This is an optimization exercise on Yosys and OpenROAD, whose aim is small area and few clock cycles per item, not a production implementation.
Only simulation tests tie the RTL to the original design; equivalence was not proved.

==> run a <==
Design letterbox_scaler_address_generator, start of the top module:
module letterbox_scaler_address_generator (
  input  logic        clk_i,
  input  logic        rst_ni,
  input  logic        psel,
  input  logic        penable,
  input  logic        pwrite,
  input  logic [4:0]  paddr,
  input  logic [31:0] pwdata,
  output logic [31:0] prdata,
  output logic        pready,
  input  logic        in_valid_i,
  output logic        in_ready_o,
  input  logic [8:0]  screen_x_i,
  input  logic [8:0]  screen_y_i,
  output logic        out_valid_o,
  input  logic        out_ready_i,
  output logic        coord_ok_o,
  output logic        shows_image_o,
  output logic [17:0] frame_index_o,
  output logic [11:0] source_x_o,
  output logic [11:0] source_y_o,
  output logic [25:0] source_byte_address_o
);
clock: 7.0 ns
lec_check: 0
cap_margin: 20
core_margin: 2
core_utilization: 40
place_density: 0.75
slew_margin: 20
run.sh (not shown) runs the stock make flow with config.mk's settings and CLKGATE_MAP_FILE= SYNTH_SCRIPT=/design/flow/synth_recipe.tcl, a recipe that flattens the netlist after the stock synthesis.
==> run b: changes against run a <==
--- a/flow/design.v
+++ b/flow/design.v
@@ -3794,14 +3794,16 @@
   output logic [8:0]  lo_o,        
   output logic [8:0]  dr_o,        
   output logic [23:0] g_o
 );
   localparam logic [3:0] ST_IDLE = 4'd0;
   localparam logic [3:0] ST_PICK = 4'd1;
   localparam logic [3:0] ST_M1   = 4'd2;
+  localparam logic [3:0] ST_M2   = 4'd3;
+  localparam logic [3:0] ST_M3   = 4'd9;
   localparam logic [3:0] ST_LOAD = 4'd4;
   localparam logic [3:0] ST_DIV  = 4'd5;
   localparam logic [3:0] ST_POST = 4'd6;
   localparam logic [3:0] ST_MUL  = 4'd7;
   localparam logic [3:0] ST_DIG  = 4'd8;
   logic [3:0]  state_q;
   logic [4:0]  cnt_q;
@@ -3819,23 +3821,23 @@
     .a  (portrait_i ? width_i : height_i),
     .b  (portrait_i ? height_i : width_i),
     .ci (portrait_i),
     .neg(neg)
   );
   assign pick_c = neg ^ portrait_i ^ fill_i;
   assign eq = pick_q == portrait_i;
-  logic [12:0] den, len;
+  logic [12:0] den;
   assign den  = pick_q ? width_i : height_i;
-  assign len  = pick_q ? height_i : width_i;
   always_comb begin
     case (state_q)
       ST_PICK: op_o = 4'd10;
-      ST_M1:   op_o = eq ? 4'd4 : 4'd6;
-      ST_LOAD: op_o = eq ? 4'd6 : 4'd4;
-      default: op_o = (cnt_q == 5'd0) ? {bpp_i, 1'b0} : 4'd6;
+      ST_M1:   op_o = eq ? 4'd6 : 4'd4;
+      ST_M2:   op_o = eq ? 4'd4 : 4'd6;
+      ST_M3:   op_o = {bpp_i, 1'b0};
+      default: op_o = 4'd6;
     endcase
   end
   logic [20:0] dvd;
   assign dvd = {prod_i[16:1], 5'b0};
   logic [12:0] trial, tdiff;
   logic        ge;
   assign trial = {r_q[11:0], fill_i ? q_q[20] : q_q[8]};
@@ -3883,15 +3885,17 @@
       cnt_q   <= '0;
     end else if (start_i) begin
       state_q <= ST_PICK;
       cnt_q   <= '0;
     end else begin
       case (state_q)
         ST_PICK: state_q <= ST_M1;
-        ST_M1:   state_q <= ST_LOAD;
+        ST_M1:   state_q <= ST_M2;
+        ST_M2:   state_q <= ST_M3;
+        ST_M3:   state_q <= ST_LOAD;
         ST_LOAD: begin
           state_q <= ST_DIV;
           cnt_q   <= '0;
         end
         ST_DIV: begin
           cnt_q <= cnt_q + 5'd1;
           if (cnt_q == (fill_i ? 5'd20 : 5'd8)) state_q <= ST_POST;
@@ -3918,28 +3922,30 @@
   always_ff @(posedge clk_i) begin
     case (state_q)
       ST_PICK: begin
         pick_q <= pick_c;
         wb_q   <= {2'b0, pick_c ? height_i : width_i};
       end
       ST_M1: begin
+        wb_q <= {2'b0, den};
+      end
+      ST_M2: begin
         wb_q <= prod_i[15:1];
       end
+      ST_M3: begin
+        m_q  <= prod_i[14:1];
+        wb_q <= {2'b0, width_i};
+      end
       ST_LOAD: begin
-        wb_q  <= {2'b0, den};
         r_q   <= fill_i ? 14'd0 : {2'b0, dvd[20:9]};
         q_q   <= fill_i ? dvd : {12'b0, dvd[8:0]};
         dr_q  <= '0;
       end
       ST_DIV: begin
-        if (cnt_q == 5'd0) begin
-          m_q  <= prod_i[14:1];
-          wb_q <= {2'b0, width_i};
-        end
-        if (cnt_q == 5'd1) wb_q <= prod_i[15:1];
+        if (cnt_q == 5'd0) wb_q <= prod_i[15:1];
         if (cnt_q == 5'd2) wb3_q <= prod_i[16:1];
         r_q <= {2'b0, ge ? tdiff[11:0] : trial[11:0]};
         q_q <= {q_q[19:0], ge};
         if (cnt_q != 5'd0 && cnt_q < 5'd7) begin
           dr_q <= dr;
           s_q  <= {s_q[12:0], dq};
         end
@@ -4016,26 +4022,29 @@
   function automatic logic [17:0] digits(input logic [11:0] a);
     for (int i = 0; i < 6; i++) begin
       digits[3*i]   = !a[2*i+1] &&  a[2*i];
       digits[3*i+1] =  a[2*i+1] && !a[2*i];
       digits[3*i+2] =  a[2*i+1] &&  a[2*i];
     end
   endfunction
-  logic v0_q, v1_q, adv0, adv1, take;
-  assign adv1       = !v1_q || out_ready_i;
+  logic v0_q, v1_q, v2_q, adv0, adv1, adv2, take;
+  assign adv2       = !v2_q || out_ready_i;
+  assign adv1       = !v1_q || adv2;
   assign adv0       = !v0_q || adv1;
   assign in_ready_o = !busy_i && adv0;
   assign take       = in_valid_i && in_ready_o;
   always_ff @(posedge clk_i or negedge rst_ni) begin
     if (!rst_ni) begin
       v0_q <= 1'b0;
       v1_q <= 1'b0;
+      v2_q <= 1'b0;
     end else begin
       if (adv0) v0_q <= take;
       if (adv1) v1_q <= v0_q;
+      if (adv2) v2_q <= v1_q;
     end
   end
   logic        ok_d, shows_d, ge_lo, lt_dr;
   logic [8:0]  row, col, cp, co;
   logic [17:0] fidx;
   logic [9:0]  xo;
   logic [8:0]  uvp, uvo;
@@ -4095,22 +4104,36 @@
     end
   end
   logic [13:0] ra, rb;
   logic [25:0] addr;
   assign ra = ({14{bpp_i[0]}} & {2'b0, sx_q}) | ({14{bpp_i[2]}} & {sx_q, 2'b0});
   assign rb = {14{bpp_i[1]}} & {1'b0, sx_q, 1'b0};
   lsag_outmul u_om (.sel(syd_q), .wb(wb_i), .wb3(wb3_i), .ra(ra), .rb(rb), .p(addr));
-  assign prod_o = addr[16:0];
-  assign out_valid_o           = v1_q;
-  assign coord_ok_o            = ok1_q;
-  assign shows_image_o         = shows1_q;
-  assign frame_index_o         = fidx1_q;
-  assign source_x_o            = sx_q;
-  assign source_y_o            = sy_q;
-  assign source_byte_address_o = addr;
+  logic        ok2_q, shows2_q;
+  logic [17:0] fidx2_q;
+  logic [11:0] sx2_q, sy2_q;
+  logic [25:0] addr_q;
+  always_ff @(posedge clk_i) begin
+    if (adv2) begin
+      ok2_q    <= ok1_q;
+      shows2_q <= shows1_q;
+      fidx2_q  <= fidx1_q;
+      sx2_q    <= sx_q;
+      sy2_q    <= sy_q;
+      addr_q   <= addr;
+    end
+  end
+  assign prod_o = addr_q[16:0];
+  assign out_valid_o           = v2_q;
+  assign coord_ok_o            = ok2_q;
+  assign shows_image_o         = shows2_q;
+  assign frame_index_o         = fidx2_q;
+  assign source_x_o            = sx2_q;
+  assign source_y_o            = sy2_q;
+  assign source_byte_address_o = addr_q;
 endmodule
 module letterbox_scaler_address_generator (
   input  logic        clk_i,
   input  logic        rst_ni,
   input  logic        psel,
   input  logic        penable,
   input  logic        pwrite,
--- a/flow/config.mk
+++ b/flow/config.mk
@@ -4,9 +4,9 @@
 export VERILOG_FILES = /design/flow/design.v
 export SDC_FILE = /design/flow/constraint.sdc
 export NUM_CORES = 4
 export LEC_CHECK = 0
 export CAP_MARGIN = 20
 export CORE_MARGIN = 2
 export CORE_UTILIZATION = 40
-export PLACE_DENSITY = 0.75
+export CTS_BUF_LIST = sky130_fd_sc_hd__clkbuf_4
 export SLEW_MARGIN = 20
==> qor summary <==
	run b	run a
Run status	no timing/DRC/antenna violations	failed layout checks
Layout check failures	-	setup timing
Clock-pin slew of the registers on the worst-case setup and hold paths	0.06 ns	0.07 ns
Number of flip-flops in the largest register	26	21
Setup bufs post-CTS	0	10
Depth of the critical timing path with buffers and inverters included	23	19
Cell seen most often among critical-path stages	fa_2	fa_1
Register-to-register path setup slack	0.30 ns	0.24 ns
Min setup slack post-route	0.3043 ns	-0.2486 ns
Critical hold path startpoint	u_pipe.fidx1_q[8]	u_pipe.fidx0_q[4]
Clock-cell share of area	3.403%	2.846%
Detailed-routed wire length on met2	38530 µm	37010 µm
Worst Hold Endpoint	u_pipe.fidx2_q[8]	u_pipe.fidx1_q[4]
Worst path buffer plus inverter count	2	4
Worst hold margin	0.4163 ns	0.4195 ns
Share of the final layout cell area in sequential cells	26.65%	21.39%
Testbench counts of run a, summed over its fixed seeds: cycles 13,920, items 12,800.
Testbench counts of run b, summed over its fixed seeds: cycles 14,016, items 12,800.

========
==> inputs of v38 <==
Another version of the RTL of letterbox_scaler_address_generator (not shown whole).
Design letterbox_scaler_address_generator, start of the top module:
module letterbox_scaler_address_generator (
  input  logic        clk_i,
  input  logic        rst_ni,
  input  logic        psel,
  input  logic        penable,
  input  logic        pwrite,
  input  logic [4:0]  paddr,
  input  logic [31:0] pwdata,
  output logic [31:0] prdata,
  output logic        pready,
  input  logic        in_valid_i,
  output logic        in_ready_o,
  input  logic [8:0]  screen_x_i,
  input  logic [8:0]  screen_y_i,
  output logic        out_valid_o,
  input  logic        out_ready_i,
  output logic        coord_ok_o,
  output logic        shows_image_o,
  output logic [17:0] frame_index_o,
  output logic [11:0] source_x_o,
  output logic [11:0] source_y_o,
  output logic [25:0] source_byte_address_o
);
clock: 7.0 ns
lec_check: 0
cap_margin: 20
core_margin: 2
core_utilization: 40
slew_margin: 20
==> v6 (differences from v38) <==
- CORE_UTILIZATION: 40 -> 60
==> v8 (differences from v38) <==
--- a/flow/design.v
+++ b/flow/design.v
@@ -4666,27 +4666,29 @@
   logic        ge;
   assign trial = {r_q[11:0], fill_i ? q_q[20] : q_q[8]};
   lsag_add13r u_div (.a(trial), .b(~den), .ci(1'b1), .s(tdiff), .co(ge));
   logic [9:0] dmd;
   logic [8:0] dsz;
   assign dsz = eq ? 9'd480 : 9'd320;
   lsag_add10r u_post (.a({1'b0, dsz}), .b(~{1'b0, q_q[8:0]}), .ci(1'b1), .s(dmd), .co());
   logic dbit, dsub, mbit;
+  logic [13:0] madd;
   logic [14:0] msum;
   always_comb begin
     case (cnt_q)
       5'd5, 5'd7: dbit = eq;
       5'd6, 5'd8: dbit = 1'b1;
       default:    dbit = 1'b0;
     endcase
   end
   assign dsub = q_q[0] ^ dbit ^ brw_q;
   assign mbit = dsub && cnt_q != 5'd0;
-  lsag_add14r u_mul (.a(r_q), .b(m_q), .ci(1'b0), .s(msum[13:0]), .co(msum[14]));
+  assign madd = mbit ? m_q : 14'd0;
+  lsag_add14r u_mul (.a(r_q), .b(madd), .ci(1'b0), .s(msum[13:0]), .co(msum[14]));
   logic [3:0] dig, dq, dr;
   logic [4:0] dsum;
   logic       dc;
   always_comb begin
     if (state_q == ST_DIG) begin
       dig = (cnt_q == 5'd6) ? 4'b1110 : {r_q[0], q_q[20:18]};
     end else begin
       case (cnt_q[2:0])
@@ -4768,18 +4770,18 @@
       ST_POST: begin
         if (!fill_i) q_q <= {3'b0, dmd[9:1], q_q[8:0]};
         r_q   <= '0;
         dr_q  <= '0;
         brw_q <= 1'b0;
       end
       ST_MUL: begin
         brw_q <= (!q_q[0] && (dbit || brw_q)) || (dbit && brw_q);
-        r_q   <= mbit ? msum[14:1] : {1'b0, r_q[13:1]};
-        q_q   <= {mbit ? msum[0] : r_q[0], q_q[20:1]};
+        r_q   <= msum[14:1];
+        q_q   <= {msum[0], q_q[20:1]};
       end
       ST_DIG: begin
         dr_q     <= dr;
         r_q[2:0] <= q_q[19:17];
         q_q      <= {q_q[16:0], dq};
       end
       default: ;
     endcase
@@ -4825,31 +4827,28 @@
     logic [3:0] v;
     logic [4:0] u;
     s = {4'b0, c[8]} + {1'b0, c[7:4]} + {1'b0, c[3:0]};
     f = (s >= 5'd30) ? 2'd2 : (s >= 5'd15) ? 2'd1 : 2'd0;
     v = s[3:0] + {2'b0, f};
     u = {c[8], 4'b0} + {4'b0, c[8]} + {1'b0, c[7:4]} + {3'b0, f};
     divmod15 = {u, v};
   endfunction
-  logic v0_q, v1_q, v2_q, adv0, adv1, adv2, take;
-  assign adv2       = !v2_q || out_ready_i;
-  assign adv1       = !v1_q || adv2;
+  logic v0_q, v1_q, adv0, adv1, take;
+  assign adv1       = !v1_q || out_ready_i;
   assign adv0       = !v0_q || adv1;
   assign in_ready_o = !busy_i && adv0;
   assign take       = in_valid_i && in_ready_o;
   always_ff @(posedge clk_i or negedge rst_ni) begin
     if (!rst_ni) begin
       v0_q <= 1'b0;
       v1_q <= 1'b0;
-      v2_q <= 1'b0;
     end else begin
       if (adv0) v0_q <= take;
       if (adv1) v1_q <= v0_q;
-      if (adv2) v2_q <= v1_q;
     end
   end
   logic        ok_d, shows_d, ge_lo, lt_dr;
   logic [8:0]  row, col, cp, co;
   logic [17:0] fidx;
   logic [9:0]  xo;
   logic [8:0]  uvp, uvo;
   always_comb begin
@@ -4898,39 +4897,23 @@
       fidx1_q  <= fidx0_q;
       sx_q     <= sx_d;
       sy_q     <= sy_d;
     end
   end
   logic [13:0] ra, rb;
   assign ra = ({14{bpp_i[0]}} & {2'b0, sx_q}) | ({14{bpp_i[2]}} & {sx_q, 2'b0});
   assign rb = {14{bpp_i[1]}} & {1'b0, sx_q, 1'b0};
-  logic [25:0] addr;
-  lsag_outmul u_om (.sy(sy_q), .wb(wb_i), .ra(ra), .rb(rb), .p(addr));
-  logic        ok2_q, shows2_q;
-  logic [17:0] fidx2_q;
-  logic [11:0] sx2_q, sy2_q;
-  logic [25:0] addr_q;
-  always_ff @(posedge clk_i) begin
-    if (adv2) begin
-      ok2_q    <= ok1_q;
-      shows2_q <= shows1_q;
-      fidx2_q  <= fidx1_q;
-      sx2_q    <= sx_q;
-      sy2_q    <= sy_q;
-      addr_q   <= addr;
-    end
-  end
-  assign out_valid_o           = v2_q;
-  assign coord_ok_o            = ok2_q;
-  assign shows_image_o         = shows2_q;
-  assign frame_index_o         = fidx2_q;
-  assign source_x_o            = sx2_q;
-  assign source_y_o            = sy2_q;
-  assign source_byte_address_o = addr_q;
+  lsag_outmul u_om (.sy(sy_q), .wb(wb_i), .ra(ra), .rb(rb), .p(source_byte_address_o));
+  assign out_valid_o   = v1_q;
+  assign coord_ok_o    = ok1_q;
+  assign shows_image_o = shows1_q;
+  assign frame_index_o = fidx1_q;
+  assign source_x_o    = sx_q;
+  assign source_y_o    = sy_q;
 endmodule
 module letterbox_scaler_address_generator (
   input  logic        clk_i,
   input  logic        rst_ni,
   input  logic        psel,
   input  logic        penable,
   input  logic        pwrite,
   input  logic [4:0]  paddr,
==> comparison table <==
Final setup slack of the worst path: v6 0.226 ns; v8 -0.805 ns; v38 0.281 ns
Worst-Skew Late Latency: v6 0.58 ns; v8 0.59 ns; v38 0.55 ns
Number of flops mapped to enable cells by yosys: v6 239; v8 169; v38 239
FF+latch count, synth: v6 281; v8 210; v38 281
Post-placement cell area: v6 34800 um^2; v8 33500 um^2; v38 35200 um^2
RSZ-0062 raised after global routing: v6 -; v8 true; v38 false
Post-Synth XOR/XNOR Area: v6 2.02%; v8 2.17%; v38 2.02%
DR iter-0 viols: v6 1947; v8 1658; v38 1657
Number of fillers in the final layout: v6 4280; v8 7144; v38 7700
Post-cts resize count: v6 10; v8 139; v38 9
Number of tap cells added at floorplan: v6 696; v8 969; v38 1060
Non-clock buffer count: v6 240; v8 348; v38 226
Run status: v6 no timing/DRC/antenna violations; v8 finished with violations; v38 no timing/DRC/antenna violations
Layout check failures: v6 -; v8 setup timing; v38 -
Max Freq: v6 148 MHz; v8 128 MHz; v38 149 MHz
R2r setup slk: v6 0.23 ns; v8 -0.12 ns; v38 0.28 ns
Setup crit start: v6 u_regs.width_q[8]$_DFFE_PN1P_; v8 u_pipe.sy_q[2]$_SDFFCE_PN0P_; v38 u_regs.width_q[8]$_DFFE_PN1P_
Post-Syn Area per Cell: v6 9.66 um^2; v8 9.34 um^2; v38 9.66 um^2
Sequential share of cell area: v6 22.8%; v8 17.5%; v38 22.6%
Portion of netlist area occupied by mux cells: v6 3.67%; v8 3.83%; v38 3.67%
Endpoint of the worst register-to-register path: v6 u_geom.r_q[4]$_DFFE_PP_; v8 u_geom.r_q[12]$_DFFE_PP_; v38 u_geom.r_q[0]$_DFFE_PP_
Multi-input gate share of the layout cell area: v6 59.4%; v8 61.9%; v38 59.1%
Fraction of the mapped netlist area in simple logic gates: v6 15.7%; v8 16.3%; v38 15.7%
Total buffers and inverters traversed by the critical path: v6 4; v8 6; v38 3
Post-CTS repair timing setup buffer count: v6 4; v8 15; v38 1
Testbench counts of v38, summed over its fixed seeds: cycles 13,920, items 12,800.
Testbench counts of v6, summed over its fixed seeds: cycles 13,920, items 12,800.
Testbench counts of v8, summed over its fixed seeds: cycles 13,888, items 12,800.

[what the ideal ports hide]
Ports are ideal in the flow. The routed layouts listed here were re-timed in OpenROAD.
Step 1: set_driving_cell puts a clkbuf_16 on clk_i and a buf_2 on each other input, an assumption about the parent block.
Step 2 also shifts input and output timing later by t, the mid clock arrival at the registers, as if the neighbouring blocks saw the same clock.
Three values: ideal, step 1, step 2; two values: the first two.
run	t (ns)	setup slack, ns	slew at the worst register clock pin (ns)	cell pins on the clock port's net
run a	0.620	-0.249 / -0.307 / 0.140	0.08 / 0.08	1
run b	0.884	0.304 / 0.304 / 0.079	0.08 / 0.08	1
v38	0.610	0.281 / 0.281 / 0.219	0.06 / 0.06	1
v6	0.635	0.226 / 0.226 / 0.226	0.06 / 0.06	1
v8	0.632	-0.805 / -0.863 / -0.231	0.07 / 0.07	1
For run b, which loses most, drivers alone change the setup slack by 0.000 ns; drivers and shift together by -0.225 ns.
